Source: an optimization exercise on an open RTL-to-GDS flow (aim: small area, a short achievable clock period and few clock cycles per item). Production flows keep margins and buffers that such runs may drop.
Only simulation tests tie the RTL to the original design; equivalence was not proved.

==> design.v <==
package lmsnt_pkg;
  localparam int DATA_WIDTH   = 16;   
  localparam int WEIGHT_WIDTH = 24;   
  localparam int RATE_WIDTH   = 16;   
  localparam int DATA_FRAC    = 8;
  localparam int WEIGHT_FRAC  = 16;
  localparam int RATE_FRAC    = 16;
  localparam int G_WIDTH     = RATE_WIDTH + DATA_WIDTH + 2;
  localparam int MCAND_WIDTH = (G_WIDTH > WEIGHT_WIDTH) ? G_WIDTH : WEIGHT_WIDTH;
  localparam int PROD_WIDTH  = MCAND_WIDTH + DATA_WIDTH;
  localparam int ACC_WIDTH   = PROD_WIDTH + 2;
  localparam int UPD_WIDTH   = PROD_WIDTH + 1;
  localparam int WSH = RATE_FRAC + DATA_FRAC + DATA_FRAC - WEIGHT_FRAC;
  localparam int BSH = RATE_FRAC + DATA_FRAC - WEIGHT_FRAC;
  localparam int CFG_INDEX_WIDTH = 2;
  localparam int CFG_DATA_WIDTH  = WEIGHT_WIDTH;
  localparam logic [CFG_INDEX_WIDTH-1:0] REG_LEARN_RATE = 2'd0;
  localparam logic [CFG_INDEX_WIDTH-1:0] REG_INIT_W1    = 2'd1;
  localparam logic [CFG_INDEX_WIDTH-1:0] REG_INIT_W2    = 2'd2;
  localparam logic [CFG_INDEX_WIDTH-1:0] REG_INIT_BIAS  = 2'd3;
  localparam logic [RATE_WIDTH-1:0] RATE_RESET = 16'd16384;   
  localparam logic [1:0] OP_PREDICT = 2'd0;
  localparam logic [1:0] OP_TRAIN   = 2'd1;
  localparam logic [1:0] OP_RELOAD  = 2'd2;
  localparam logic signed [ACC_WIDTH-1:0] DATA_HI =
    {{(ACC_WIDTH-DATA_WIDTH+1){1'b0}}, {(DATA_WIDTH-1){1'b1}}};
  localparam logic signed [ACC_WIDTH-1:0] DATA_LO =
    {{(ACC_WIDTH-DATA_WIDTH+1){1'b1}}, {(DATA_WIDTH-1){1'b0}}};
  localparam logic signed [UPD_WIDTH-1:0] WGT_HI =
    {{(UPD_WIDTH-WEIGHT_WIDTH+1){1'b0}}, {(WEIGHT_WIDTH-1){1'b1}}};
  localparam logic signed [UPD_WIDTH-1:0] WGT_LO =
    {{(UPD_WIDTH-WEIGHT_WIDTH+1){1'b1}}, {(WEIGHT_WIDTH-1){1'b0}}};
  typedef struct packed {
    logic [1:0]                   op;
    logic signed [DATA_WIDTH-1:0] first_input;
    logic signed [DATA_WIDTH-1:0] second_input;
    logic signed [DATA_WIDTH-1:0] target_value;
  } sample_t;
  typedef struct packed {
    logic signed [DATA_WIDTH-1:0]   prediction;
    logic signed [DATA_WIDTH-1:0]   error_value;
    logic signed [WEIGHT_WIDTH-1:0] weight_one_now;
    logic signed [WEIGHT_WIDTH-1:0] weight_two_now;
    logic signed [WEIGHT_WIDTH-1:0] bias_now;
    logic                           saturated_flag;
  } result_t;
  typedef struct packed {
    logic busy;
    logic done;
  } mul_stat_t;
  typedef enum logic [3:0] {
    ST_IDLE,
    ST_MUL_W1,
    ST_MUL_W2,
    ST_ROUND,
    ST_ERROR,
    ST_MUL_G,
    ST_MUL_D1,
    ST_UPD_W1,
    ST_MUL_D2,
    ST_UPD_W2,
    ST_RND_B,
    ST_UPD_B,
    ST_EMIT
  } state_t;
  typedef struct packed {
    logic signed [DATA_WIDTH-1:0] value;
    logic                         clipped;
  } data_clip_t;
  typedef struct packed {
    logic signed [WEIGHT_WIDTH-1:0] value;
    logic                           clipped;
  } weight_clip_t;
endpackage
module lmsnt_serial_mul (
  input  logic [7:0] one,
  input  logic [7:0] two,
  input  logic [7:0] ng,
  input  logic [31:0] m,
  input  logic [40:0] a,
  input  logic        kr,
  output logic [47:0] s,
  output logic [47:0] c
);
  logic [32:0] pp0;
  logic [32:0] pp1;
  logic [32:0] pp2;
  logic [32:0] pp3;
  logic [32:0] pp4;
  logic [32:0] pp5;
  logic [32:0] pp6;
  logic [32:0] pp7;
  logic [33:0] mx;
  assign mx = {m[31], m, 1'b0};
  assign pp0 = ({33{one[0]}} & mx[33:1] | {33{two[0]}} & mx[32:0]) ^ {33{ng[0]}};
  assign pp1 = ({33{one[1]}} & mx[33:1] | {33{two[1]}} & mx[32:0]) ^ {33{ng[1]}};
  assign pp2 = ({33{one[2]}} & mx[33:1] | {33{two[2]}} & mx[32:0]) ^ {33{ng[2]}};
  assign pp3 = ({33{one[3]}} & mx[33:1] | {33{two[3]}} & mx[32:0]) ^ {33{ng[3]}};
  assign pp4 = ({33{one[4]}} & mx[33:1] | {33{two[4]}} & mx[32:0]) ^ {33{ng[4]}};
  assign pp5 = ({33{one[5]}} & mx[33:1] | {33{two[5]}} & mx[32:0]) ^ {33{ng[5]}};
  assign pp6 = ({33{one[6]}} & mx[33:1] | {33{two[6]}} & mx[32:0]) ^ {33{ng[6]}};
  assign pp7 = ({33{one[7]}} & mx[33:1] | {33{two[7]}} & mx[32:0]) ^ {33{ng[7]}};
  logic t1, t2, t3, t4, t5, t6, t7, t8, t9, t10, t11, t12, t13, t14, t15, t16, t17, t18, t19, t20, t21, t22, t23, t24, t25, t26, t27, t28, t29, t30, t31, t32, t33, t34, t35, t36, t37, t38, t39, t40, t41, t42, t43, t44, t45, t46, t47, t48, t49, t50, t51, t52, t53, t54, t55, t56, t57, t58, t59, t60, t61, t62, t63, t64, t65, t66, t67, t68, t69, t70, t71, t72, t73, t74, t75, t76, t77, t78, t79, t80, t81, t82, t83, t84, t85, t86, t87, t88, t89, t90, t91, t92, t93, t94, t95, t96, t97, t98, t99, t100, t101, t102, t103, t104, t105, t106, t107, t108, t109, t110, t111, t112, t113, t114, t115, t116, t117, t118, t119, t120, t121, t122, t123, t124, t125, t126, t127, t128, t129, t130, t131, t132, t133, t134, t135, t136, t137, t138, t139, t140, t141, t142, t143, t144, t145, t146, t147, t148, t149, t150, t151, t152, t153, t154, t155, t156, t157, t158, t159, t160, t161, t162, t163, t164, t165, t166, t167, t168, t169, t170, t171, t172, t173, t174, t175, t176, t177, t178, t179, t180, t181, t182, t183, t184, t185, t186, t187, t188, t189, t190, t191, t192, t193, t194, t195, t196, t197, t198, t199, t200, t201, t202, t203, t204, t205, t206, t207, t208, t209, t210, t211, t212, t213, t214, t215, t216, t217, t218, t219, t220, t221, t222, t223, t224, t225, t226, t227, t228, t229, t230, t231, t232, t233, t234, t235, t236, t237, t238, t239, t240, t241, t242, t243, t244, t245, t246, t247, t248, t249, t250, t251, t252, t253, t254, t255, t256, t257, t258, t259, t260, t261, t262, t263, t264, t265, t266, t267, t268, t269, t270, t271, t272, t273, t274, t275, t276, t277, t278, t279, t280, t281, t282, t283, t284, t285, t286, t287, t288, t289, t290, t291, t292, t293, t294, t295, t296, t297, t298, t299, t300, t301, t302, t303, t304, t305, t306, t307, t308, t309, t310, t311, t312, t313, t314, t315, t316, t317, t318, t319, t320, t321, t322, t323, t324, t325, t326, t327, t328, t329, t330, t331, t332, t333, t334, t335, t336, t337, t338, t339, t340, t341, t342, t343, t344, t345, t346, t347, t348, t349, t350, t351, t352, t353, t354, t355, t356, t357, t358, t359, t360, t361, t362, t363, t364, t365, t366, t367, t368, t369, t370, t371, t372, t373, t374, t375, t376, t377, t378, t379, t380, t381, t382, t383, t384, t385, t386, t387, t388, t389, t390, t391, t392, t393, t394, t395, t396, t397, t398, t399, t400, t401, t402, t403, t404, t405, t406, t407, t408, t409, t410, t411, t412, t413, t414, t415, t416, t417, t418, t419, t420, t421, t422, t423, t424, t425, t426, t427, t428, t429, t430, t431, t432, t433, t434, t435, t436, t437, t438, t439, t440, t441, t442, t443, t444, t445, t446, t447, t448, t449, t450, t451, t452, t453, t454, t455, t456, t457, t458, t459, t460, t461, t462, t463, t464, t465, t466, t467, t468, t469, t470, t471, t472, t473, t474, t475, t476, t477, t478, t479, t480, t481, t482, t483, t484, t485, t486, t487, t488, t489, t490, t491, t492, t493, t494, t495, t496, t497, t498, t499, t500, t501, t502, t503, t504, t505, t506, t507, t508, t509, t510, t511, t512, t513, t514, t515, t516, t517, t518, t519, t520, t521, t522, t523, t524, t525, t526, t527, t528, t529, t530, t531, t532;
  assign t1 = pp0[14] ^ pp1[12];
  assign t2 = pp0[14] & pp1[12];
  assign t3 = pp0[15] ^ pp1[13] ^ pp2[11];
  assign t4 = (pp0[15] & pp1[13]) | (pp0[15] & pp2[11]) | (pp1[13] & pp2[11]);
  assign t5 = pp0[16] ^ pp1[14];
  assign t6 = pp0[16] & pp1[14];
  assign t7 = pp0[17] ^ pp1[15];
  assign t8 = pp0[17] & pp1[15];
  assign t9 = pp0[18] ^ pp1[16];
  assign t10 = pp0[18] & pp1[16];
  assign t11 = pp0[19] ^ pp1[17];
  assign t12 = pp0[19] & pp1[17];
  assign t13 = pp0[20] ^ pp1[18];
  assign t14 = pp0[20] & pp1[18];
  assign t15 = pp0[21] ^ pp1[19];
  assign t16 = pp0[21] & pp1[19];
  assign t17 = pp0[22] ^ pp1[20];
  assign t18 = pp0[22] & pp1[20];
  assign t19 = pp0[23] ^ pp1[21];
  assign t20 = pp0[23] & pp1[21];
  assign t21 = pp0[24] ^ pp1[22];
  assign t22 = pp0[24] & pp1[22];
  assign t23 = pp0[25] ^ pp1[23];
  assign t24 = pp0[25] & pp1[23];
  assign t25 = pp0[26] ^ pp1[24];
  assign t26 = pp0[26] & pp1[24];
  assign t27 = pp0[27] ^ pp1[25];
  assign t28 = pp0[27] & pp1[25];
  assign t29 = pp0[28] ^ pp1[26];
  assign t30 = pp0[28] & pp1[26];
  assign t31 = pp0[29] ^ pp1[27];
  assign t32 = pp0[29] & pp1[27];
  assign t33 = pp0[30] ^ pp1[28];
  assign t34 = pp0[30] & pp1[28];
  assign t35 = pp0[31] ^ pp1[29];
  assign t36 = pp0[31] & pp1[29];
  assign t37 = ~pp0[32] ^ pp1[30] ^ pp2[28];
  assign t38 = (~pp0[32] & pp1[30]) | (~pp0[32] & pp2[28]) | (pp1[30] & pp2[28]);
  assign t39 = pp1[31] ^ pp2[29];
  assign t40 = pp1[31] & pp2[29];
  assign t41 = pp0[8] ^ pp1[6];
  assign t42 = pp0[8] & pp1[6];
  assign t43 = pp0[9] ^ pp1[7];
  assign t44 = pp0[9] & pp1[7];
  assign t45 = pp0[10] ^ pp1[8] ^ pp2[6];
  assign t46 = (pp0[10] & pp1[8]) | (pp0[10] & pp2[6]) | (pp1[8] & pp2[6]);
  assign t47 = pp3[4] ^ pp4[2];
  assign t48 = pp3[4] & pp4[2];
  assign t49 = pp0[11] ^ pp1[9] ^ pp2[7];
  assign t50 = (pp0[11] & pp1[9]) | (pp0[11] & pp2[7]) | (pp1[9] & pp2[7]);
  assign t51 = pp3[5] ^ pp4[3];
  assign t52 = pp3[5] & pp4[3];
  assign t53 = pp0[12] ^ pp1[10] ^ pp2[8];
  assign t54 = (pp0[12] & pp1[10]) | (pp0[12] & pp2[8]) | (pp1[10] & pp2[8]);
  assign t55 = pp3[6] ^ pp4[4] ^ pp5[2];
  assign t56 = (pp3[6] & pp4[4]) | (pp3[6] & pp5[2]) | (pp4[4] & pp5[2]);
  assign t57 = pp6[0] ^ ng[6];
  assign t58 = pp6[0] & ng[6];
  assign t59 = pp0[13] ^ pp1[11] ^ pp2[9];
  assign t60 = (pp0[13] & pp1[11]) | (pp0[13] & pp2[9]) | (pp1[11] & pp2[9]);
  assign t61 = pp3[7] ^ pp4[5] ^ pp5[3];
  assign t62 = (pp3[7] & pp4[5]) | (pp3[7] & pp5[3]) | (pp4[5] & pp5[3]);
  assign t63 = pp6[1] ^ a[13];
  assign t64 = pp6[1] & a[13];
  assign t65 = pp2[10] ^ pp3[8] ^ pp4[6];
  assign t66 = (pp2[10] & pp3[8]) | (pp2[10] & pp4[6]) | (pp3[8] & pp4[6]);
  assign t67 = pp5[4] ^ pp6[2] ^ pp7[0];
  assign t68 = (pp5[4] & pp6[2]) | (pp5[4] & pp7[0]) | (pp6[2] & pp7[0]);
  assign t69 = ng[7] ^ a[14] ^ t1;
  assign t70 = (ng[7] & a[14]) | (ng[7] & t1) | (a[14] & t1);
  assign t71 = pp3[9] ^ pp4[7] ^ pp5[5];
  assign t72 = (pp3[9] & pp4[7]) | (pp3[9] & pp5[5]) | (pp4[7] & pp5[5]);
  assign t73 = pp6[3] ^ pp7[1] ^ a[15];
  assign t74 = (pp6[3] & pp7[1]) | (pp6[3] & a[15]) | (pp7[1] & a[15]);
  assign t75 = kr ^ t2 ^ t3;
  assign t76 = (kr & t2) | (kr & t3) | (t2 & t3);
  assign t77 = pp2[12] ^ pp3[10] ^ pp4[8];
  assign t78 = (pp2[12] & pp3[10]) | (pp2[12] & pp4[8]) | (pp3[10] & pp4[8]);
  assign t79 = pp5[6] ^ pp6[4] ^ pp7[2];
  assign t80 = (pp5[6] & pp6[4]) | (pp5[6] & pp7[2]) | (pp6[4] & pp7[2]);
  assign t81 = a[16] ^ t4 ^ t5;
  assign t82 = (a[16] & t4) | (a[16] & t5) | (t4 & t5);
  assign t83 = pp2[13] ^ pp3[11] ^ pp4[9];
  assign t84 = (pp2[13] & pp3[11]) | (pp2[13] & pp4[9]) | (pp3[11] & pp4[9]);
  assign t85 = pp5[7] ^ pp6[5] ^ pp7[3];
  assign t86 = (pp5[7] & pp6[5]) | (pp5[7] & pp7[3]) | (pp6[5] & pp7[3]);
  assign t87 = a[17] ^ t6 ^ t7;
  assign t88 = (a[17] & t6) | (a[17] & t7) | (t6 & t7);
  assign t89 = pp2[14] ^ pp3[12] ^ pp4[10];
  assign t90 = (pp2[14] & pp3[12]) | (pp2[14] & pp4[10]) | (pp3[12] & pp4[10]);
  assign t91 = pp5[8] ^ pp6[6] ^ pp7[4];
  assign t92 = (pp5[8] & pp6[6]) | (pp5[8] & pp7[4]) | (pp6[6] & pp7[4]);
  assign t93 = a[18] ^ t8 ^ t9;
  assign t94 = (a[18] & t8) | (a[18] & t9) | (t8 & t9);
  assign t95 = pp2[15] ^ pp3[13] ^ pp4[11];
  assign t96 = (pp2[15] & pp3[13]) | (pp2[15] & pp4[11]) | (pp3[13] & pp4[11]);
  assign t97 = pp5[9] ^ pp6[7] ^ pp7[5];
  assign t98 = (pp5[9] & pp6[7]) | (pp5[9] & pp7[5]) | (pp6[7] & pp7[5]);
  assign t99 = a[19] ^ t10 ^ t11;
  assign t100 = (a[19] & t10) | (a[19] & t11) | (t10 & t11);
  assign t101 = pp2[16] ^ pp3[14] ^ pp4[12];
  assign t102 = (pp2[16] & pp3[14]) | (pp2[16] & pp4[12]) | (pp3[14] & pp4[12]);
  assign t103 = pp5[10] ^ pp6[8] ^ pp7[6];
  assign t104 = (pp5[10] & pp6[8]) | (pp5[10] & pp7[6]) | (pp6[8] & pp7[6]);
  assign t105 = a[20] ^ t12 ^ t13;
  assign t106 = (a[20] & t12) | (a[20] & t13) | (t12 & t13);
  assign t107 = pp2[17] ^ pp3[15] ^ pp4[13];
  assign t108 = (pp2[17] & pp3[15]) | (pp2[17] & pp4[13]) | (pp3[15] & pp4[13]);
  assign t109 = pp5[11] ^ pp6[9] ^ pp7[7];
  assign t110 = (pp5[11] & pp6[9]) | (pp5[11] & pp7[7]) | (pp6[9] & pp7[7]);
  assign t111 = a[21] ^ t14 ^ t15;
  assign t112 = (a[21] & t14) | (a[21] & t15) | (t14 & t15);
  assign t113 = pp2[18] ^ pp3[16] ^ pp4[14];
  assign t114 = (pp2[18] & pp3[16]) | (pp2[18] & pp4[14]) | (pp3[16] & pp4[14]);
  assign t115 = pp5[12] ^ pp6[10] ^ pp7[8];
  assign t116 = (pp5[12] & pp6[10]) | (pp5[12] & pp7[8]) | (pp6[10] & pp7[8]);
  assign t117 = a[22] ^ t16 ^ t17;
  assign t118 = (a[22] & t16) | (a[22] & t17) | (t16 & t17);
  assign t119 = pp2[19] ^ pp3[17] ^ pp4[15];
  assign t120 = (pp2[19] & pp3[17]) | (pp2[19] & pp4[15]) | (pp3[17] & pp4[15]);
  assign t121 = pp5[13] ^ pp6[11] ^ pp7[9];
  assign t122 = (pp5[13] & pp6[11]) | (pp5[13] & pp7[9]) | (pp6[11] & pp7[9]);
  assign t123 = a[23] ^ t18 ^ t19;
  assign t124 = (a[23] & t18) | (a[23] & t19) | (t18 & t19);
  assign t125 = pp2[20] ^ pp3[18] ^ pp4[16];
  assign t126 = (pp2[20] & pp3[18]) | (pp2[20] & pp4[16]) | (pp3[18] & pp4[16]);
  assign t127 = pp5[14] ^ pp6[12] ^ pp7[10];
  assign t128 = (pp5[14] & pp6[12]) | (pp5[14] & pp7[10]) | (pp6[12] & pp7[10]);
  assign t129 = a[24] ^ t20 ^ t21;
  assign t130 = (a[24] & t20) | (a[24] & t21) | (t20 & t21);
  assign t131 = pp2[21] ^ pp3[19] ^ pp4[17];
  assign t132 = (pp2[21] & pp3[19]) | (pp2[21] & pp4[17]) | (pp3[19] & pp4[17]);
  assign t133 = pp5[15] ^ pp6[13] ^ pp7[11];
  assign t134 = (pp5[15] & pp6[13]) | (pp5[15] & pp7[11]) | (pp6[13] & pp7[11]);
  assign t135 = a[25] ^ t22 ^ t23;
  assign t136 = (a[25] & t22) | (a[25] & t23) | (t22 & t23);
  assign t137 = pp2[22] ^ pp3[20] ^ pp4[18];
  assign t138 = (pp2[22] & pp3[20]) | (pp2[22] & pp4[18]) | (pp3[20] & pp4[18]);
  assign t139 = pp5[16] ^ pp6[14] ^ pp7[12];
  assign t140 = (pp5[16] & pp6[14]) | (pp5[16] & pp7[12]) | (pp6[14] & pp7[12]);
  assign t141 = a[26] ^ t24 ^ t25;
  assign t142 = (a[26] & t24) | (a[26] & t25) | (t24 & t25);
  assign t143 = pp2[23] ^ pp3[21] ^ pp4[19];
  assign t144 = (pp2[23] & pp3[21]) | (pp2[23] & pp4[19]) | (pp3[21] & pp4[19]);
  assign t145 = pp5[17] ^ pp6[15] ^ pp7[13];
  assign t146 = (pp5[17] & pp6[15]) | (pp5[17] & pp7[13]) | (pp6[15] & pp7[13]);
  assign t147 = a[27] ^ t26 ^ t27;
  assign t148 = (a[27] & t26) | (a[27] & t27) | (t26 & t27);
  assign t149 = pp2[24] ^ pp3[22] ^ pp4[20];
  assign t150 = (pp2[24] & pp3[22]) | (pp2[24] & pp4[20]) | (pp3[22] & pp4[20]);
  assign t151 = pp5[18] ^ pp6[16] ^ pp7[14];
  assign t152 = (pp5[18] & pp6[16]) | (pp5[18] & pp7[14]) | (pp6[16] & pp7[14]);
  assign t153 = a[28] ^ t28 ^ t29;
  assign t154 = (a[28] & t28) | (a[28] & t29) | (t28 & t29);
  assign t155 = pp2[25] ^ pp3[23] ^ pp4[21];
  assign t156 = (pp2[25] & pp3[23]) | (pp2[25] & pp4[21]) | (pp3[23] & pp4[21]);
  assign t157 = pp5[19] ^ pp6[17] ^ pp7[15];
  assign t158 = (pp5[19] & pp6[17]) | (pp5[19] & pp7[15]) | (pp6[17] & pp7[15]);
  assign t159 = a[29] ^ t30 ^ t31;
  assign t160 = (a[29] & t30) | (a[29] & t31) | (t30 & t31);
  assign t161 = pp2[26] ^ pp3[24] ^ pp4[22];
  assign t162 = (pp2[26] & pp3[24]) | (pp2[26] & pp4[22]) | (pp3[24] & pp4[22]);
  assign t163 = pp5[20] ^ pp6[18] ^ pp7[16];
  assign t164 = (pp5[20] & pp6[18]) | (pp5[20] & pp7[16]) | (pp6[18] & pp7[16]);
  assign t165 = a[30] ^ t32 ^ t33;
  assign t166 = (a[30] & t32) | (a[30] & t33) | (t32 & t33);
  assign t167 = pp2[27] ^ pp3[25] ^ pp4[23];
  assign t168 = (pp2[27] & pp3[25]) | (pp2[27] & pp4[23]) | (pp3[25] & pp4[23]);
  assign t169 = pp5[21] ^ pp6[19] ^ pp7[17];
  assign t170 = (pp5[21] & pp6[19]) | (pp5[21] & pp7[17]) | (pp6[19] & pp7[17]);
  assign t171 = a[31] ^ t34 ^ t35;
  assign t172 = (a[31] & t34) | (a[31] & t35) | (t34 & t35);
  assign t173 = pp3[26] ^ pp4[24] ^ pp5[22];
  assign t174 = (pp3[26] & pp4[24]) | (pp3[26] & pp5[22]) | (pp4[24] & pp5[22]);
  assign t175 = pp6[20] ^ pp7[18] ^ a[32];
  assign t176 = (pp6[20] & pp7[18]) | (pp6[20] & a[32]) | (pp7[18] & a[32]);
  assign t177 = 1'b1 ^ t36 ^ t37;
  assign t178 = (1'b1 & t36) | (1'b1 & t37) | (t36 & t37);
  assign t179 = pp3[27] ^ pp4[25] ^ pp5[23];
  assign t180 = (pp3[27] & pp4[25]) | (pp3[27] & pp5[23]) | (pp4[25] & pp5[23]);
  assign t181 = pp6[21] ^ pp7[19] ^ a[33];
  assign t182 = (pp6[21] & pp7[19]) | (pp6[21] & a[33]) | (pp7[19] & a[33]);
  assign t183 = 1'b1 ^ t38 ^ t39;
  assign t184 = (1'b1 & t38) | (1'b1 & t39) | (t38 & t39);
  assign t185 = ~pp1[32] ^ pp2[30] ^ pp3[28];
  assign t186 = (~pp1[32] & pp2[30]) | (~pp1[32] & pp3[28]) | (pp2[30] & pp3[28]);
  assign t187 = pp4[26] ^ pp5[24] ^ pp6[22];
  assign t188 = (pp4[26] & pp5[24]) | (pp4[26] & pp6[22]) | (pp5[24] & pp6[22]);
  assign t189 = pp7[20] ^ a[34] ^ t40;
  assign t190 = (pp7[20] & a[34]) | (pp7[20] & t40) | (a[34] & t40);
  assign t191 = pp2[31] ^ pp3[29] ^ pp4[27];
  assign t192 = (pp2[31] & pp3[29]) | (pp2[31] & pp4[27]) | (pp3[29] & pp4[27]);
  assign t193 = pp5[25] ^ pp6[23] ^ pp7[21];
  assign t194 = (pp5[25] & pp6[23]) | (pp5[25] & pp7[21]) | (pp6[23] & pp7[21]);
  assign t195 = a[35] ^ 1'b1;
  assign t196 = a[35] & 1'b1;
  assign t197 = ~pp2[32] ^ pp3[30] ^ pp4[28];
  assign t198 = (~pp2[32] & pp3[30]) | (~pp2[32] & pp4[28]) | (pp3[30] & pp4[28]);
  assign t199 = pp5[26] ^ pp6[24] ^ pp7[22];
  assign t200 = (pp5[26] & pp6[24]) | (pp5[26] & pp7[22]) | (pp6[24] & pp7[22]);
  assign t201 = pp3[31] ^ pp4[29] ^ pp5[27];
  assign t202 = (pp3[31] & pp4[29]) | (pp3[31] & pp5[27]) | (pp4[29] & pp5[27]);
  assign t203 = pp6[25] ^ pp7[23];
  assign t204 = pp6[25] & pp7[23];
  assign t205 = ~pp3[32] ^ pp4[30] ^ pp5[28];
  assign t206 = (~pp3[32] & pp4[30]) | (~pp3[32] & pp5[28]) | (pp4[30] & pp5[28]);
  assign t207 = pp4[31] ^ pp5[29];
  assign t208 = pp4[31] & pp5[29];
  assign t209 = ~pp4[32] ^ pp5[30];
  assign t210 = ~pp4[32] & pp5[30];
  assign t211 = pp0[4] ^ pp1[2];
  assign t212 = pp0[4] & pp1[2];
  assign t213 = pp0[5] ^ pp1[3];
  assign t214 = pp0[5] & pp1[3];
  assign t215 = pp0[6] ^ pp1[4] ^ pp2[2];
  assign t216 = (pp0[6] & pp1[4]) | (pp0[6] & pp2[2]) | (pp1[4] & pp2[2]);
  assign t217 = pp3[0] ^ ng[3];
  assign t218 = pp3[0] & ng[3];
  assign t219 = pp0[7] ^ pp1[5] ^ pp2[3];
  assign t220 = (pp0[7] & pp1[5]) | (pp0[7] & pp2[3]) | (pp1[5] & pp2[3]);
  assign t221 = pp3[1] ^ a[7];
  assign t222 = pp3[1] & a[7];
  assign t223 = pp2[4] ^ pp3[2] ^ pp4[0];
  assign t224 = (pp2[4] & pp3[2]) | (pp2[4] & pp4[0]) | (pp3[2] & pp4[0]);
  assign t225 = ng[4] ^ a[8] ^ t41;
  assign t226 = (ng[4] & a[8]) | (ng[4] & t41) | (a[8] & t41);
  assign t227 = pp2[5] ^ pp3[3] ^ pp4[1];
  assign t228 = (pp2[5] & pp3[3]) | (pp2[5] & pp4[1]) | (pp3[3] & pp4[1]);
  assign t229 = a[9] ^ t42 ^ t43;
  assign t230 = (a[9] & t42) | (a[9] & t43) | (t42 & t43);
  assign t231 = pp5[0] ^ ng[5] ^ a[10];
  assign t232 = (pp5[0] & ng[5]) | (pp5[0] & a[10]) | (ng[5] & a[10]);
  assign t233 = t44 ^ t45 ^ t47;
  assign t234 = (t44 & t45) | (t44 & t47) | (t45 & t47);
  assign t235 = pp5[1] ^ a[11] ^ t46;
  assign t236 = (pp5[1] & a[11]) | (pp5[1] & t46) | (a[11] & t46);
  assign t237 = t48 ^ t49 ^ t51;
  assign t238 = (t48 & t49) | (t48 & t51) | (t49 & t51);
  assign t239 = a[12] ^ t50 ^ t52;
  assign t240 = (a[12] & t50) | (a[12] & t52) | (t50 & t52);
  assign t241 = t53 ^ t55 ^ t57;
  assign t242 = (t53 & t55) | (t53 & t57) | (t55 & t57);
  assign t243 = t54 ^ t56 ^ t58;
  assign t244 = (t54 & t56) | (t54 & t58) | (t56 & t58);
  assign t245 = t59 ^ t61 ^ t63;
  assign t246 = (t59 & t61) | (t59 & t63) | (t61 & t63);
  assign t247 = t60 ^ t62 ^ t64;
  assign t248 = (t60 & t62) | (t60 & t64) | (t62 & t64);
  assign t249 = t65 ^ t67 ^ t69;
  assign t250 = (t65 & t67) | (t65 & t69) | (t67 & t69);
  assign t251 = t66 ^ t68 ^ t70;
  assign t252 = (t66 & t68) | (t66 & t70) | (t68 & t70);
  assign t253 = t71 ^ t73 ^ t75;
  assign t254 = (t71 & t73) | (t71 & t75) | (t73 & t75);
  assign t255 = t72 ^ t74 ^ t76;
  assign t256 = (t72 & t74) | (t72 & t76) | (t74 & t76);
  assign t257 = t77 ^ t79 ^ t81;
  assign t258 = (t77 & t79) | (t77 & t81) | (t79 & t81);
  assign t259 = t78 ^ t80 ^ t82;
  assign t260 = (t78 & t80) | (t78 & t82) | (t80 & t82);
  assign t261 = t83 ^ t85 ^ t87;
  assign t262 = (t83 & t85) | (t83 & t87) | (t85 & t87);
  assign t263 = t84 ^ t86 ^ t88;
  assign t264 = (t84 & t86) | (t84 & t88) | (t86 & t88);
  assign t265 = t89 ^ t91 ^ t93;
  assign t266 = (t89 & t91) | (t89 & t93) | (t91 & t93);
  assign t267 = t90 ^ t92 ^ t94;
  assign t268 = (t90 & t92) | (t90 & t94) | (t92 & t94);
  assign t269 = t95 ^ t97 ^ t99;
  assign t270 = (t95 & t97) | (t95 & t99) | (t97 & t99);
  assign t271 = t96 ^ t98 ^ t100;
  assign t272 = (t96 & t98) | (t96 & t100) | (t98 & t100);
  assign t273 = t101 ^ t103 ^ t105;
  assign t274 = (t101 & t103) | (t101 & t105) | (t103 & t105);
  assign t275 = t102 ^ t104 ^ t106;
  assign t276 = (t102 & t104) | (t102 & t106) | (t104 & t106);
  assign t277 = t107 ^ t109 ^ t111;
  assign t278 = (t107 & t109) | (t107 & t111) | (t109 & t111);
  assign t279 = t108 ^ t110 ^ t112;
  assign t280 = (t108 & t110) | (t108 & t112) | (t110 & t112);
  assign t281 = t113 ^ t115 ^ t117;
  assign t282 = (t113 & t115) | (t113 & t117) | (t115 & t117);
  assign t283 = t114 ^ t116 ^ t118;
  assign t284 = (t114 & t116) | (t114 & t118) | (t116 & t118);
  assign t285 = t119 ^ t121 ^ t123;
  assign t286 = (t119 & t121) | (t119 & t123) | (t121 & t123);
  assign t287 = t120 ^ t122 ^ t124;
  assign t288 = (t120 & t122) | (t120 & t124) | (t122 & t124);
  assign t289 = t125 ^ t127 ^ t129;
  assign t290 = (t125 & t127) | (t125 & t129) | (t127 & t129);
  assign t291 = t126 ^ t128 ^ t130;
  assign t292 = (t126 & t128) | (t126 & t130) | (t128 & t130);
  assign t293 = t131 ^ t133 ^ t135;
  assign t294 = (t131 & t133) | (t131 & t135) | (t133 & t135);
  assign t295 = t132 ^ t134 ^ t136;
  assign t296 = (t132 & t134) | (t132 & t136) | (t134 & t136);
  assign t297 = t137 ^ t139 ^ t141;
  assign t298 = (t137 & t139) | (t137 & t141) | (t139 & t141);
  assign t299 = t138 ^ t140 ^ t142;
  assign t300 = (t138 & t140) | (t138 & t142) | (t140 & t142);
  assign t301 = t143 ^ t145 ^ t147;
  assign t302 = (t143 & t145) | (t143 & t147) | (t145 & t147);
  assign t303 = t144 ^ t146 ^ t148;
  assign t304 = (t144 & t146) | (t144 & t148) | (t146 & t148);
  assign t305 = t149 ^ t151 ^ t153;
  assign t306 = (t149 & t151) | (t149 & t153) | (t151 & t153);
  assign t307 = t150 ^ t152 ^ t154;
  assign t308 = (t150 & t152) | (t150 & t154) | (t152 & t154);
  assign t309 = t155 ^ t157 ^ t159;
  assign t310 = (t155 & t157) | (t155 & t159) | (t157 & t159);
  assign t311 = t156 ^ t158 ^ t160;
  assign t312 = (t156 & t158) | (t156 & t160) | (t158 & t160);
  assign t313 = t161 ^ t163 ^ t165;
  assign t314 = (t161 & t163) | (t161 & t165) | (t163 & t165);
  assign t315 = t162 ^ t164 ^ t166;
  assign t316 = (t162 & t164) | (t162 & t166) | (t164 & t166);
  assign t317 = t167 ^ t169 ^ t171;
  assign t318 = (t167 & t169) | (t167 & t171) | (t169 & t171);
  assign t319 = t168 ^ t170 ^ t172;
  assign t320 = (t168 & t170) | (t168 & t172) | (t170 & t172);
  assign t321 = t173 ^ t175 ^ t177;
  assign t322 = (t173 & t175) | (t173 & t177) | (t175 & t177);
  assign t323 = t174 ^ t176 ^ t178;
  assign t324 = (t174 & t176) | (t174 & t178) | (t176 & t178);
  assign t325 = t179 ^ t181 ^ t183;
  assign t326 = (t179 & t181) | (t179 & t183) | (t181 & t183);
  assign t327 = t180 ^ t182 ^ t184;
  assign t328 = (t180 & t182) | (t180 & t184) | (t182 & t184);
  assign t329 = t185 ^ t187 ^ t189;
  assign t330 = (t185 & t187) | (t185 & t189) | (t187 & t189);
  assign t331 = t186 ^ t188 ^ t190;
  assign t332 = (t186 & t188) | (t186 & t190) | (t188 & t190);
  assign t333 = t191 ^ t193 ^ t195;
  assign t334 = (t191 & t193) | (t191 & t195) | (t193 & t195);
  assign t335 = a[36] ^ t192 ^ t194;
  assign t336 = (a[36] & t192) | (a[36] & t194) | (t192 & t194);
  assign t337 = t196 ^ t197 ^ t199;
  assign t338 = (t196 & t197) | (t196 & t199) | (t197 & t199);
  assign t339 = a[37] ^ 1'b1 ^ t198;
  assign t340 = (a[37] & 1'b1) | (a[37] & t198) | (1'b1 & t198);
  assign t341 = t200 ^ t201 ^ t203;
  assign t342 = (t200 & t201) | (t200 & t203) | (t201 & t203);
  assign t343 = pp6[26] ^ pp7[24] ^ a[38];
  assign t344 = (pp6[26] & pp7[24]) | (pp6[26] & a[38]) | (pp7[24] & a[38]);
  assign t345 = t202 ^ t204 ^ t205;
  assign t346 = (t202 & t204) | (t202 & t205) | (t204 & t205);
  assign t347 = pp6[27] ^ pp7[25] ^ a[39];
  assign t348 = (pp6[27] & pp7[25]) | (pp6[27] & a[39]) | (pp7[25] & a[39]);
  assign t349 = 1'b1 ^ t206 ^ t207;
  assign t350 = (1'b1 & t206) | (1'b1 & t207) | (t206 & t207);
  assign t351 = pp6[28] ^ pp7[26] ^ ~a[40];
  assign t352 = (pp6[28] & pp7[26]) | (pp6[28] & ~a[40]) | (pp7[26] & ~a[40]);
  assign t353 = 1'b1 ^ t208 ^ t209;
  assign t354 = (1'b1 & t208) | (1'b1 & t209) | (t208 & t209);
  assign t355 = pp5[31] ^ pp6[29] ^ pp7[27];
  assign t356 = (pp5[31] & pp6[29]) | (pp5[31] & pp7[27]) | (pp6[29] & pp7[27]);
  assign t357 = pp0[2] ^ pp1[0];
  assign t358 = pp0[2] & pp1[0];
  assign t359 = pp0[3] ^ pp1[1];
  assign t360 = pp0[3] & pp1[1];
  assign t361 = pp2[0] ^ ng[2] ^ a[4];
  assign t362 = (pp2[0] & ng[2]) | (pp2[0] & a[4]) | (ng[2] & a[4]);
  assign t363 = pp2[1] ^ a[5] ^ t212;
  assign t364 = (pp2[1] & a[5]) | (pp2[1] & t212) | (a[5] & t212);
  assign t365 = a[6] ^ t214 ^ t215;
  assign t366 = (a[6] & t214) | (a[6] & t215) | (t214 & t215);
  assign t367 = t216 ^ t218 ^ t219;
  assign t368 = (t216 & t218) | (t216 & t219) | (t218 & t219);
  assign t369 = t220 ^ t222 ^ t223;
  assign t370 = (t220 & t222) | (t220 & t223) | (t222 & t223);
  assign t371 = t224 ^ t226 ^ t227;
  assign t372 = (t224 & t226) | (t224 & t227) | (t226 & t227);
  assign t373 = t228 ^ t230 ^ t231;
  assign t374 = (t228 & t230) | (t228 & t231) | (t230 & t231);
  assign t375 = t232 ^ t234 ^ t235;
  assign t376 = (t232 & t234) | (t232 & t235) | (t234 & t235);
  assign t377 = t236 ^ t238 ^ t239;
  assign t378 = (t236 & t238) | (t236 & t239) | (t238 & t239);
  assign t379 = t240 ^ t242 ^ t243;
  assign t380 = (t240 & t242) | (t240 & t243) | (t242 & t243);
  assign t381 = t244 ^ t246 ^ t247;
  assign t382 = (t244 & t246) | (t244 & t247) | (t246 & t247);
  assign t383 = t248 ^ t250 ^ t251;
  assign t384 = (t248 & t250) | (t248 & t251) | (t250 & t251);
  assign t385 = t252 ^ t254 ^ t255;
  assign t386 = (t252 & t254) | (t252 & t255) | (t254 & t255);
  assign t387 = t256 ^ t258 ^ t259;
  assign t388 = (t256 & t258) | (t256 & t259) | (t258 & t259);
  assign t389 = t260 ^ t262 ^ t263;
  assign t390 = (t260 & t262) | (t260 & t263) | (t262 & t263);
  assign t391 = t264 ^ t266 ^ t267;
  assign t392 = (t264 & t266) | (t264 & t267) | (t266 & t267);
  assign t393 = t268 ^ t270 ^ t271;
  assign t394 = (t268 & t270) | (t268 & t271) | (t270 & t271);
  assign t395 = t272 ^ t274 ^ t275;
  assign t396 = (t272 & t274) | (t272 & t275) | (t274 & t275);
  assign t397 = t276 ^ t278 ^ t279;
  assign t398 = (t276 & t278) | (t276 & t279) | (t278 & t279);
  assign t399 = t280 ^ t282 ^ t283;
  assign t400 = (t280 & t282) | (t280 & t283) | (t282 & t283);
  assign t401 = t284 ^ t286 ^ t287;
  assign t402 = (t284 & t286) | (t284 & t287) | (t286 & t287);
  assign t403 = t288 ^ t290 ^ t291;
  assign t404 = (t288 & t290) | (t288 & t291) | (t290 & t291);
  assign t405 = t292 ^ t294 ^ t295;
  assign t406 = (t292 & t294) | (t292 & t295) | (t294 & t295);
  assign t407 = t296 ^ t298 ^ t299;
  assign t408 = (t296 & t298) | (t296 & t299) | (t298 & t299);
  assign t409 = t300 ^ t302 ^ t303;
  assign t410 = (t300 & t302) | (t300 & t303) | (t302 & t303);
  assign t411 = t304 ^ t306 ^ t307;
  assign t412 = (t304 & t306) | (t304 & t307) | (t306 & t307);
  assign t413 = t308 ^ t310 ^ t311;
  assign t414 = (t308 & t310) | (t308 & t311) | (t310 & t311);
  assign t415 = t312 ^ t314 ^ t315;
  assign t416 = (t312 & t314) | (t312 & t315) | (t314 & t315);
  assign t417 = t316 ^ t318 ^ t319;
  assign t418 = (t316 & t318) | (t316 & t319) | (t318 & t319);
  assign t419 = t320 ^ t322 ^ t323;
  assign t420 = (t320 & t322) | (t320 & t323) | (t322 & t323);
  assign t421 = t324 ^ t326 ^ t327;
  assign t422 = (t324 & t326) | (t324 & t327) | (t326 & t327);
  assign t423 = t328 ^ t330 ^ t331;
  assign t424 = (t328 & t330) | (t328 & t331) | (t330 & t331);
  assign t425 = t332 ^ t334 ^ t335;
  assign t426 = (t332 & t334) | (t332 & t335) | (t334 & t335);
  assign t427 = t336 ^ t338 ^ t339;
  assign t428 = (t336 & t338) | (t336 & t339) | (t338 & t339);
  assign t429 = t340 ^ t342 ^ t343;
  assign t430 = (t340 & t342) | (t340 & t343) | (t342 & t343);
  assign t431 = t344 ^ t346 ^ t347;
  assign t432 = (t344 & t346) | (t344 & t347) | (t346 & t347);
  assign t433 = t348 ^ t350 ^ t351;
  assign t434 = (t348 & t350) | (t348 & t351) | (t350 & t351);
  assign t435 = t210 ^ t352 ^ t354;
  assign t436 = (t210 & t352) | (t210 & t354) | (t352 & t354);
  assign t437 = ~pp5[32] ^ pp6[30] ^ pp7[28];
  assign t438 = (~pp5[32] & pp6[30]) | (~pp5[32] & pp7[28]) | (pp6[30] & pp7[28]);
  assign t439 = pp6[31] ^ pp7[29];
  assign t440 = pp6[31] & pp7[29];
  assign t441 = pp0[0] ^ ng[0];
  assign t442 = pp0[0] & ng[0];
  assign t443 = pp0[1] ^ a[1];
  assign t444 = pp0[1] & a[1];
  assign t445 = ng[1] ^ a[2] ^ t357;
  assign t446 = (ng[1] & a[2]) | (ng[1] & t357) | (a[2] & t357);
  assign t447 = a[3] ^ t358 ^ t359;
  assign t448 = (a[3] & t358) | (a[3] & t359) | (t358 & t359);
  assign t449 = t211 ^ t360 ^ t361;
  assign t450 = (t211 & t360) | (t211 & t361) | (t360 & t361);
  assign t451 = t213 ^ t362 ^ t363;
  assign t452 = (t213 & t362) | (t213 & t363) | (t362 & t363);
  assign t453 = t217 ^ t364 ^ t365;
  assign t454 = (t217 & t364) | (t217 & t365) | (t364 & t365);
  assign t455 = t221 ^ t366 ^ t367;
  assign t456 = (t221 & t366) | (t221 & t367) | (t366 & t367);
  assign t457 = t225 ^ t368 ^ t369;
  assign t458 = (t225 & t368) | (t225 & t369) | (t368 & t369);
  assign t459 = t229 ^ t370 ^ t371;
  assign t460 = (t229 & t370) | (t229 & t371) | (t370 & t371);
  assign t461 = t233 ^ t372 ^ t373;
  assign t462 = (t233 & t372) | (t233 & t373) | (t372 & t373);
  assign t463 = t237 ^ t374 ^ t375;
  assign t464 = (t237 & t374) | (t237 & t375) | (t374 & t375);
  assign t465 = t241 ^ t376 ^ t377;
  assign t466 = (t241 & t376) | (t241 & t377) | (t376 & t377);
  assign t467 = t245 ^ t378 ^ t379;
  assign t468 = (t245 & t378) | (t245 & t379) | (t378 & t379);
  assign t469 = t249 ^ t380 ^ t381;
  assign t470 = (t249 & t380) | (t249 & t381) | (t380 & t381);
  assign t471 = t253 ^ t382 ^ t383;
  assign t472 = (t253 & t382) | (t253 & t383) | (t382 & t383);
  assign t473 = t257 ^ t384 ^ t385;
  assign t474 = (t257 & t384) | (t257 & t385) | (t384 & t385);
  assign t475 = t261 ^ t386 ^ t387;
  assign t476 = (t261 & t386) | (t261 & t387) | (t386 & t387);
  assign t477 = t265 ^ t388 ^ t389;
  assign t478 = (t265 & t388) | (t265 & t389) | (t388 & t389);
  assign t479 = t269 ^ t390 ^ t391;
  assign t480 = (t269 & t390) | (t269 & t391) | (t390 & t391);
  assign t481 = t273 ^ t392 ^ t393;
  assign t482 = (t273 & t392) | (t273 & t393) | (t392 & t393);
  assign t483 = t277 ^ t394 ^ t395;
  assign t484 = (t277 & t394) | (t277 & t395) | (t394 & t395);
  assign t485 = t281 ^ t396 ^ t397;
  assign t486 = (t281 & t396) | (t281 & t397) | (t396 & t397);
  assign t487 = t285 ^ t398 ^ t399;
  assign t488 = (t285 & t398) | (t285 & t399) | (t398 & t399);
  assign t489 = t289 ^ t400 ^ t401;
  assign t490 = (t289 & t400) | (t289 & t401) | (t400 & t401);
  assign t491 = t293 ^ t402 ^ t403;
  assign t492 = (t293 & t402) | (t293 & t403) | (t402 & t403);
  assign t493 = t297 ^ t404 ^ t405;
  assign t494 = (t297 & t404) | (t297 & t405) | (t404 & t405);
  assign t495 = t301 ^ t406 ^ t407;
  assign t496 = (t301 & t406) | (t301 & t407) | (t406 & t407);
  assign t497 = t305 ^ t408 ^ t409;
  assign t498 = (t305 & t408) | (t305 & t409) | (t408 & t409);
  assign t499 = t309 ^ t410 ^ t411;
  assign t500 = (t309 & t410) | (t309 & t411) | (t410 & t411);
  assign t501 = t313 ^ t412 ^ t413;
  assign t502 = (t313 & t412) | (t313 & t413) | (t412 & t413);
  assign t503 = t317 ^ t414 ^ t415;
  assign t504 = (t317 & t414) | (t317 & t415) | (t414 & t415);
  assign t505 = t321 ^ t416 ^ t417;
  assign t506 = (t321 & t416) | (t321 & t417) | (t416 & t417);
  assign t507 = t325 ^ t418 ^ t419;
  assign t508 = (t325 & t418) | (t325 & t419) | (t418 & t419);
  assign t509 = t329 ^ t420 ^ t421;
  assign t510 = (t329 & t420) | (t329 & t421) | (t420 & t421);
  assign t511 = t333 ^ t422 ^ t423;
  assign t512 = (t333 & t422) | (t333 & t423) | (t422 & t423);
  assign t513 = t337 ^ t424 ^ t425;
  assign t514 = (t337 & t424) | (t337 & t425) | (t424 & t425);
  assign t515 = t341 ^ t426 ^ t427;
  assign t516 = (t341 & t426) | (t341 & t427) | (t426 & t427);
  assign t517 = t345 ^ t428 ^ t429;
  assign t518 = (t345 & t428) | (t345 & t429) | (t428 & t429);
  assign t519 = t349 ^ t430 ^ t431;
  assign t520 = (t349 & t430) | (t349 & t431) | (t430 & t431);
  assign t521 = t353 ^ t432 ^ t433;
  assign t522 = (t353 & t432) | (t353 & t433) | (t432 & t433);
  assign t523 = t355 ^ t434 ^ t435;
  assign t524 = (t355 & t434) | (t355 & t435) | (t434 & t435);
  assign t525 = t356 ^ t436 ^ t437;
  assign t526 = (t356 & t436) | (t356 & t437) | (t436 & t437);
  assign t527 = 1'b1 ^ t438 ^ t439;
  assign t528 = (1'b1 & t438) | (1'b1 & t439) | (t438 & t439);
  assign t529 = ~pp6[32] ^ pp7[30] ^ t440;
  assign t530 = (~pp6[32] & pp7[30]) | (~pp6[32] & t440) | (pp7[30] & t440);
  assign t531 = pp7[31] ^ 1'b1;
  assign t532 = pp7[31] & 1'b1;
  assign s = {1'b1, ~pp7[32], t530, t528, t526, t524, t522, t520, t518, t516, t514, t512, t510, t508, t506, t504, t502, t500, t498, t496, t494, t492, t490, t488, t486, t484, t482, t480, t478, t476, t474, t472, t470, t468, t466, t464, t462, t460, t458, t456, t454, t452, t450, t448, t446, t444, t442, a[0]};
  assign c = {1'b0, t532, t531, t529, t527, t525, t523, t521, t519, t517, t515, t513, t511, t509, t507, t505, t503, t501, t499, t497, t495, t493, t491, t489, t487, t485, t483, t481, t479, t477, t475, t473, t471, t469, t467, t465, t463, t461, t459, t457, t455, t453, t451, t449, t447, t445, t443, t441};
endmodule
module lms_two_input_neuron_trainer
(
  input  logic         clk,
  input  logic         rst,
  input  logic         sample_valid,
  output logic         sample_ready,
  input  logic [49:0]  sample,
  output logic         result_valid,
  input  logic         result_ready,
  output logic [104:0] result,
  input  logic         cfg_write,
  input  logic [1:0]   cfg_index,
  input  logic [23:0]  cfg_data
);
  function automatic [23:0] benc(input logic [15:0] y);
    logic [16:0] yy;
    logic [7:0]  one, two, ng;
    yy = {y, 1'b0};
    for (int i = 0; i < 8; i++) begin
      one[i] = yy[2*i+1] ^ yy[2*i];
      two[i] = (yy[2*i+2] & ~yy[2*i+1] & ~yy[2*i]) | (~yy[2*i+2] & yy[2*i+1] & yy[2*i]);
      ng[i]  = yy[2*i+2];
    end
    benc = {ng, two, one};
  endfunction
  function automatic [16:0] clip16(input logic [31:0] v);
    if (!v[31] && (v[30:15] != 16'h0000))      clip16 = {16'h7fff, 1'b1};
    else if (v[31] && (v[30:15] != 16'hffff))  clip16 = {16'h8000, 1'b1};
    else                                       clip16 = {v[15:0], 1'b0};
  endfunction
  function automatic [24:0] clip24(input logic [32:0] v);
    if (!v[32] && (v[31:23] != 9'h000))       clip24 = {24'h7fffff, 1'b1};
    else if (v[32] && (v[31:23] != 9'h1ff))   clip24 = {24'h800000, 1'b1};
    else                                      clip24 = {v[23:0], 1'b0};
  endfunction
  logic [1:0]  op;
  logic [15:0] x1, x2, tgt;
  assign op  = sample[49:48];
  assign x1  = sample[47:32];
  assign x2  = sample[31:16];
  assign tgt = sample[15:0];
  logic st1, st2, st3, st4, st5;
  logic [15:0] rate;
  logic [23:0] init_w1, init_w2, init_b;
  logic [23:0] w1, w2, b;
  logic [40:0] t;
  logic [23:0] x1c, x2c;
  logic [15:0] pred_q, err_q;
  logic        sat_q;
  logic slot_free;
  assign slot_free = !result_valid || result_ready;
  logic is_reload, is_train;
  assign is_reload = (op == 2'd2);
  assign is_train  = (op == 2'd1);
  logic acc_reload, go2, acc_pred;
  assign acc_reload = st1 && sample_valid && is_reload && slot_free;
  assign go2        = st1 && sample_valid && !is_reload && slot_free;
  assign acc_pred   = st2 && !is_train;
  assign sample_ready = (st1 && is_reload && slot_free) || (st2 && !is_train) || st5;
  logic [23:0] enc_x1, enc_err, code;
  logic [7:0]  ng_eff;
  logic [31:0] mc;
  logic [40:0] ad;
  logic [47:0] ps, pc, p;
  assign enc_x1  = benc(x1);
  assign enc_err = benc(err_q);
  always_comb begin
    code = enc_x1;
    mc   = {{8{w1[23]}}, w1};
    ad   = {{9{b[23]}}, b, 8'h00};
    if (st2) begin
      code = x2c;
      mc   = {{8{w2[23]}}, w2};
      ad   = t;
    end
    if (st3) begin
      code = enc_err;
      mc   = {16'h0000, rate};
      ad   = '0;
    end
    if (st4) begin
      code = x1c;
      mc   = t[31:0];
      ad   = {{2{w1[23]}}, w1, 15'h3fff};
    end
    if (st5) begin
      code = x2c;
      mc   = t[31:0];
      ad   = {{2{w2[23]}}, w2, 15'h3fff};
    end
  end
  assign ng_eff = code[23:16] ^ {8{st4 | st5}};
  lmsnt_serial_mul u_mul (
    .one (code[7:0]),
    .two (code[15:8]),
    .ng  (ng_eff),
    .m   (mc),
    .a   (ad),
    .kr  (st1),
    .s   (ps),
    .c   (pc)
  );
  assign p = ps + pc;
  logic [31:0] tn, fs, fc;
  logic [47:0] dsum;
  assign tn = ~{{16{tgt[15]}}, tgt};
  assign fs = ps[47:16] ^ pc[47:16] ^ tn;
  assign fc = (ps[47:16] & pc[47:16]) | (ps[47:16] & tn) | (pc[47:16] & tn);
  assign dsum = {fs, ps[15:0]} + {fc[30:0], 1'b1, pc[15:0]};
  logic [16:0] pclip, dclip, epos, eneg, eclip;
  logic [17:0] ehi, elo;
  assign pclip = clip16(p[47:16]);
  assign dclip = clip16(dsum[47:16]);
  assign ehi   = 18'sd32767 - {{2{tgt[15]}}, tgt};
  assign elo   = -18'sd32768 - {{2{tgt[15]}}, tgt};
  assign epos  = clip16({{14{ehi[17]}}, ehi});
  assign eneg  = clip16({{14{elo[17]}}, elo});
  always_comb begin
    if (pclip[0] && !p[47]) eclip = epos;
    else if (pclip[0])      eclip = eneg;
    else                    eclip = dclip;
  end
  logic [24:0] wclip, bclip;
  logic [33:0] bsum;
  assign wclip = clip24(p[47:15]);
  assign bsum  = {{3{b[23]}}, b, 7'h3f} - {{2{t[31]}}, t[31:0]};
  assign bclip = clip24({{6{bsum[33]}}, bsum[33:7]});
  always_ff @(posedge clk) begin
    if (rst) begin
      st1          <= 1'b1;
      st2          <= 1'b0;
      st3          <= 1'b0;
      st4          <= 1'b0;
      st5          <= 1'b0;
      result_valid <= 1'b0;
      rate         <= 16'd16384;
      init_w1      <= '0;
      init_w2      <= '0;
      init_b       <= '0;
      w1           <= '0;
      w2           <= '0;
      b            <= '0;
    end else begin
      st1 <= (st1 && !go2) || (st2 && !is_train) || st5;
      st2 <= go2;
      st3 <= st2 && is_train;
      st4 <= st3;
      st5 <= st4;
      if (acc_reload || acc_pred || st5) result_valid <= 1'b1;
      else if (result_ready)             result_valid <= 1'b0;
      if (cfg_write) begin
        case (cfg_index)
          2'd0: rate    <= cfg_data[15:0];
          2'd1: init_w1 <= cfg_data;
          2'd2: init_w2 <= cfg_data;
          default: init_b <= cfg_data;
        endcase
      end
      if (acc_reload) begin
        w1 <= init_w1;
        w2 <= init_w2;
        b  <= init_b;
      end
      if (st4) begin
        w1 <= wclip[24:1];
        b  <= bclip[24:1];
      end
      if (st5) w2 <= wclip[24:1];
    end
  end
  always_ff @(posedge clk) begin
    if (st1) begin
      x1c <= enc_x1;
      x2c <= benc(x2);
    end
    if (st1 || st3) t <= p[40:0];
    if (acc_reload) begin
      pred_q <= '0;
      err_q  <= '0;
      sat_q  <= 1'b0;
    end
    if (st2) begin
      pred_q <= pclip[16:1];
      err_q  <= eclip[16:1];
      sat_q  <= pclip[0] | eclip[0];
    end
    if (st4) sat_q <= sat_q | wclip[0] | bclip[0];
    if (st5) sat_q <= sat_q | wclip[0];
  end
  assign result = {pred_q, err_q, w1, w2, b, sat_q};
endmodule
==> run.sh <==
#!/bin/bash
# synth_recipe.tcl (not shown) runs the flow's synth.tcl, then flattens the netlist and writes it again
# the make line also repeats each setting of config.mk as NAME=value (left out here)
make -C /OpenROAD-flow-scripts/flow DESIGN_CONFIG=/design/flow/config.mk WORK_HOME=/design/flow/orfs CLKGATE_MAP_FILE= SYNTH_SCRIPT=/design/flow/synth_recipe.tcl finish
==> config.mk <==
export PLATFORM = sky130hd
export DESIGN_NAME = lms_two_input_neuron_trainer
export DESIGN_NICKNAME = lms_two_input_neuron_trainer
export VERILOG_FILES = /design/flow/design.v
export SDC_FILE = /design/flow/constraint.sdc
export NUM_CORES = 4
export LEC_CHECK = 0
export CAP_MARGIN = 20
export CORE_MARGIN = 2
export CORE_UTILIZATION = 40
export SLEW_MARGIN = 20
==> constraint.sdc <==
create_clock -name core_clock -period 7.5 [get_ports {clk}]
set_input_delay 1.5000 -clock core_clock [delete_from_list [all_inputs] [get_ports {clk}]]
set_output_delay 1.5000 -clock core_clock [all_outputs]
set_load 0.01 [all_outputs]
==> run summary <==
-- routing by layer --
layer	vias up	track usage (%)	share of wire (%)
met1	16590	46.60	42
met3	350	5.189	9.0
li1	15380	-	-
met2	1687	51.22	43
met4	4	16.44	6.0
met5	-	0	0.019
-- path summary, 6_finish.rpt --
| path | slack, ps | depth (start not counted) | end |
|---|---|---|---|
| max | -1190 | 36 | err_q[3]$_SDFFCE_PN0P_ |
| min reg2reg | 450 | 2 | init_b[16]$_SDFFE_PP0P_ |
| min | 450 | 2 | init_b[16]$_SDFFE_PP0P_ |
| max reg2reg | -900 | 33 | err_q[3]$_SDFFCE_PN0P_ |
-- cell families (layout without fill, tap and decap cells) --
logic type	after synthesis	in the layout	share of synthesized area, %
compound gates	1173	1173	23.66
xor+xnor	376	376	10.15
fa+ha+maj	398	398	21.20
buf+inv	689	1611	8.146
flops	288	288	21.53
mux	88	88	2.718
simple gates	874	875	12.61
-- cell usage after synthesis (12+ instances only) --
master	number	share of area [%]
nand4_1	41	0.79
o21ai_0	143	2.2
nor2_1	141	1.6
nor4_1	18	0.35
xor2_1	151	4.1
nand3_1	33	0.51
inv_1	409	4.7
a21oi_1	330	5.1
o211ai_1	37	0.86
dfxtp_1	166	10
o21ai_1	43	0.66
a21o_1	33	0.76
mux2i_1	87	2.7
o21a_1	26	0.60
nand2_1	412	4.8
edfxtp_1	122	11
ha_1	145	5.6
a31oi_1	15	0.29
fa_1	253	16
or3_1	12	0.23
nand2b_1	23	0.44
buf_1	19	0.22
o22ai_1	55	1.1
and2_1	13	0.25
a22oi_1	222	5.1
o31ai_1	12	0.28
nand3b_1	15	0.35
nor3_1	47	0.72
clkbuf_1	235	2.7
nor2b_1	57	1.1
a221oi_1	14	0.38
a211oi_1	140	3.2
buf_2	13	0.20
xnor2_1	225	6.1
a21oi_2	21	0.57
-- critical path, delay by kind of cell --
kind            cells  cell delay, ps
xor+xnor            1             160
simple gates        7            1040
fa+ha+maj           7            3050
compound gates     11            1970
buf+inv            10            1220
-- metrics by stage --
stage | instances | setup WS [ps] | TNS, ps | cell area (um^2)
after detailed placement | 5715 | -2388 | -195180 | 42110
after global routing | 5869 | -1469 | -109140 | 46770
after floorplan | 3886 | -914.2 | -49150 | 33050
after CTS | 5838 | -1135 | -78240 | 45420
after global placement | 5715 | -2306 | -192460 | 42110
final | 5869 | -1187 | -82550 | 46770
-- sequential cells by signal, indices dropped and copies added, names as in the netlist, 24 cells and up --
name	flops
t	41
b	24
init_b	24
init_w1	24
init_w2	24
w1	24
w2	24
x1c	24
x2c	24
-- timing repair --
item | CTS | global route
endpoints found under the hold margin | 0 | 0
gates resized for setup | 350 | 260
pin swaps | 174 | 184
gates cloned | 14 | 6
setup buffers | 48 | 44
endpoints found under the setup margin | 106 | 102
-- placed cells by master (no fill, tap or decap), drive strengths merged, types with 166 or more instances in the layout --
master	netlist	routed
a21oi	351	351
inv	412	414
nand2	413	413
o21ai	186	186
clkdlybuf4s50	0	171
dfxtp	166	166
a22oi	222	222
xnor2	225	225
fa	253	253
buf	39	946
-- area by class of cell --
| type | count | area share, % |
|---|---|---|
| Clock inverter | 9 | 0.1418 |
| Sequential cell | 288 | 14.97 |
| Inverter | 415 | 3.334 |
| Tap cell | 1060 | 2.836 |
| Clock buffer | 52 | 2.234 |
| Timing Repair Buffer | 1135 | 21.72 |
| Multi-Input combinational cell | 2910 | 54.77 |
==> impl_metrics.yaml <==
outcome:
  status: "failed layout checks"
  failed_checks: "setup timing"
cts:
  htree_num_levels: 2
  cts_tree: "done"
  cts-root-buf: "clkbuf_16"
  clk_latency_ps: 560
  cts_hold_buf: 0
  cts_max_path_buffers: 3
  path_clk_slew_ps: 60
  numCtsBuffers: 35
  cts_sinks: 288
yosys:
  yosysSeqAreaShare_pct: 21.53
  netlist_area_um2: 32450
  syn_nets: 4365
  yosys_warnings: 1
  syn_inst: 3886
  synth-main-ff-cell: "dfxtp_1"
  ys_types: 93
  yosys_register_bits: 288
  postSynthAreaPerCell_um2: 8.351
  synth_edf_count: 122
  async_reset_ff_share_pct: 0
finish:
  areaGrowthSynthToFinish_pct: 44.10
  layout-drive-gt1-share_pct: 31.92
  fin_util_pct: 58.15
  seq_area_um2: 7000
  multiInputGateArea_um2: 25610
  nFillCells: 7149
  n_antenna_cell: 0
  final_nets: 5264
floorplan:
  top_level_ports: 188
  row_count: 104
  floorplan.initialDensity_pct: 40.36
  core_area_um2: 80420
  fp.dieW_um: 288.8
  dieArea_um2: 83430
  die_h_um: 288.8
run:
  max_cap_violations: 0
detailed_routing:
  routed_wirelength_um: 143300
  vias: 34010
  drt_iter0_markers: 3685
  ant_nets: 0
  viasPerCell: 5.794
  firstDrtPassIters: 6
  wl_per_cell_um: 24.41
  drc_errors: 0
setup_path:
  crit_path_frequent_cell: "buf_6"
  required_ps: 7780
  worst_ep_arrival_time_ps: 8970
  crit_slowest_cell: "fa_2"
  critPathLaunch: "sample[34]"
  critPathLaunchType: "input port"
  path_class: "in -> reg"
  crit_fanout: 6
  worstReg2RegStart: "err_q[1]$_SDFFCE_PN0P_"
  cp_slowest_stage_delay_ps: 590
  end_kind: "flip-flop"
placement:
  io_buffer_count: 187
  hpwl_um: 110200
  gp_congestion: 0.9961
grt:
  grt_max_degree: 92
  grt_pass1_vias: 33270
  antenna_found_initial: 3
  grt_pass1_wl_um: 210600
  grt_use_total_pct: 33.66
  overflow: 0
hold_path:
  worstHoldStart: "init_b[16]$_SDFFE_PP0P_"
  hold_path_class: "reg -> reg"
timing:
  tightestPinTransition_ps: 1319
  fin_crit_sh_pct: 115.8
  max_slew_margin_pct: 12.08
  setup_ws_ps: -1187
  hold_viol: 0
  fin_crit_ps: 8687
  clock_skew_ps: 27.77
  fin_hold_ws_ps: 454.0
  rsz0062_at_grt: "true"
  setup_viol: 82
  maxSlewViolCount: 0
  fmax_ghz: 0.1151
Testbench counts, summed over its fixed seeds: cycles 13,618, items 3,200.

-- re-timing with driven ports --
No port has a modelled driver above. Below, the same layout with a new extraction and two added sets of constraints.
Step 1 sets driving cells, clkbuf_16 on the clock port and buf_2 on the other inputs (assumed; they add their load-dependent delay and slew).
Step 2 adds t to the input delays and takes it off the output delays; t is the mean of the earliest and latest rising clock arrival at the registers after step 1. Input paths then give back, and output paths get back, about the clock's delay inside the block.
Slacks: ideal ports / drivers / drivers and shift; pairs: ideal ports / drivers.
t (ns): 0.609
setup slack, ns: -1.187 / -1.174 / -1.783
worst setup path at the end: input to register
slew at the worst register clock pin (ns): 0.08 / 0.08
The setup slack of this run moves by +0.013 ns with the drivers and by -0.596 ns with both steps.
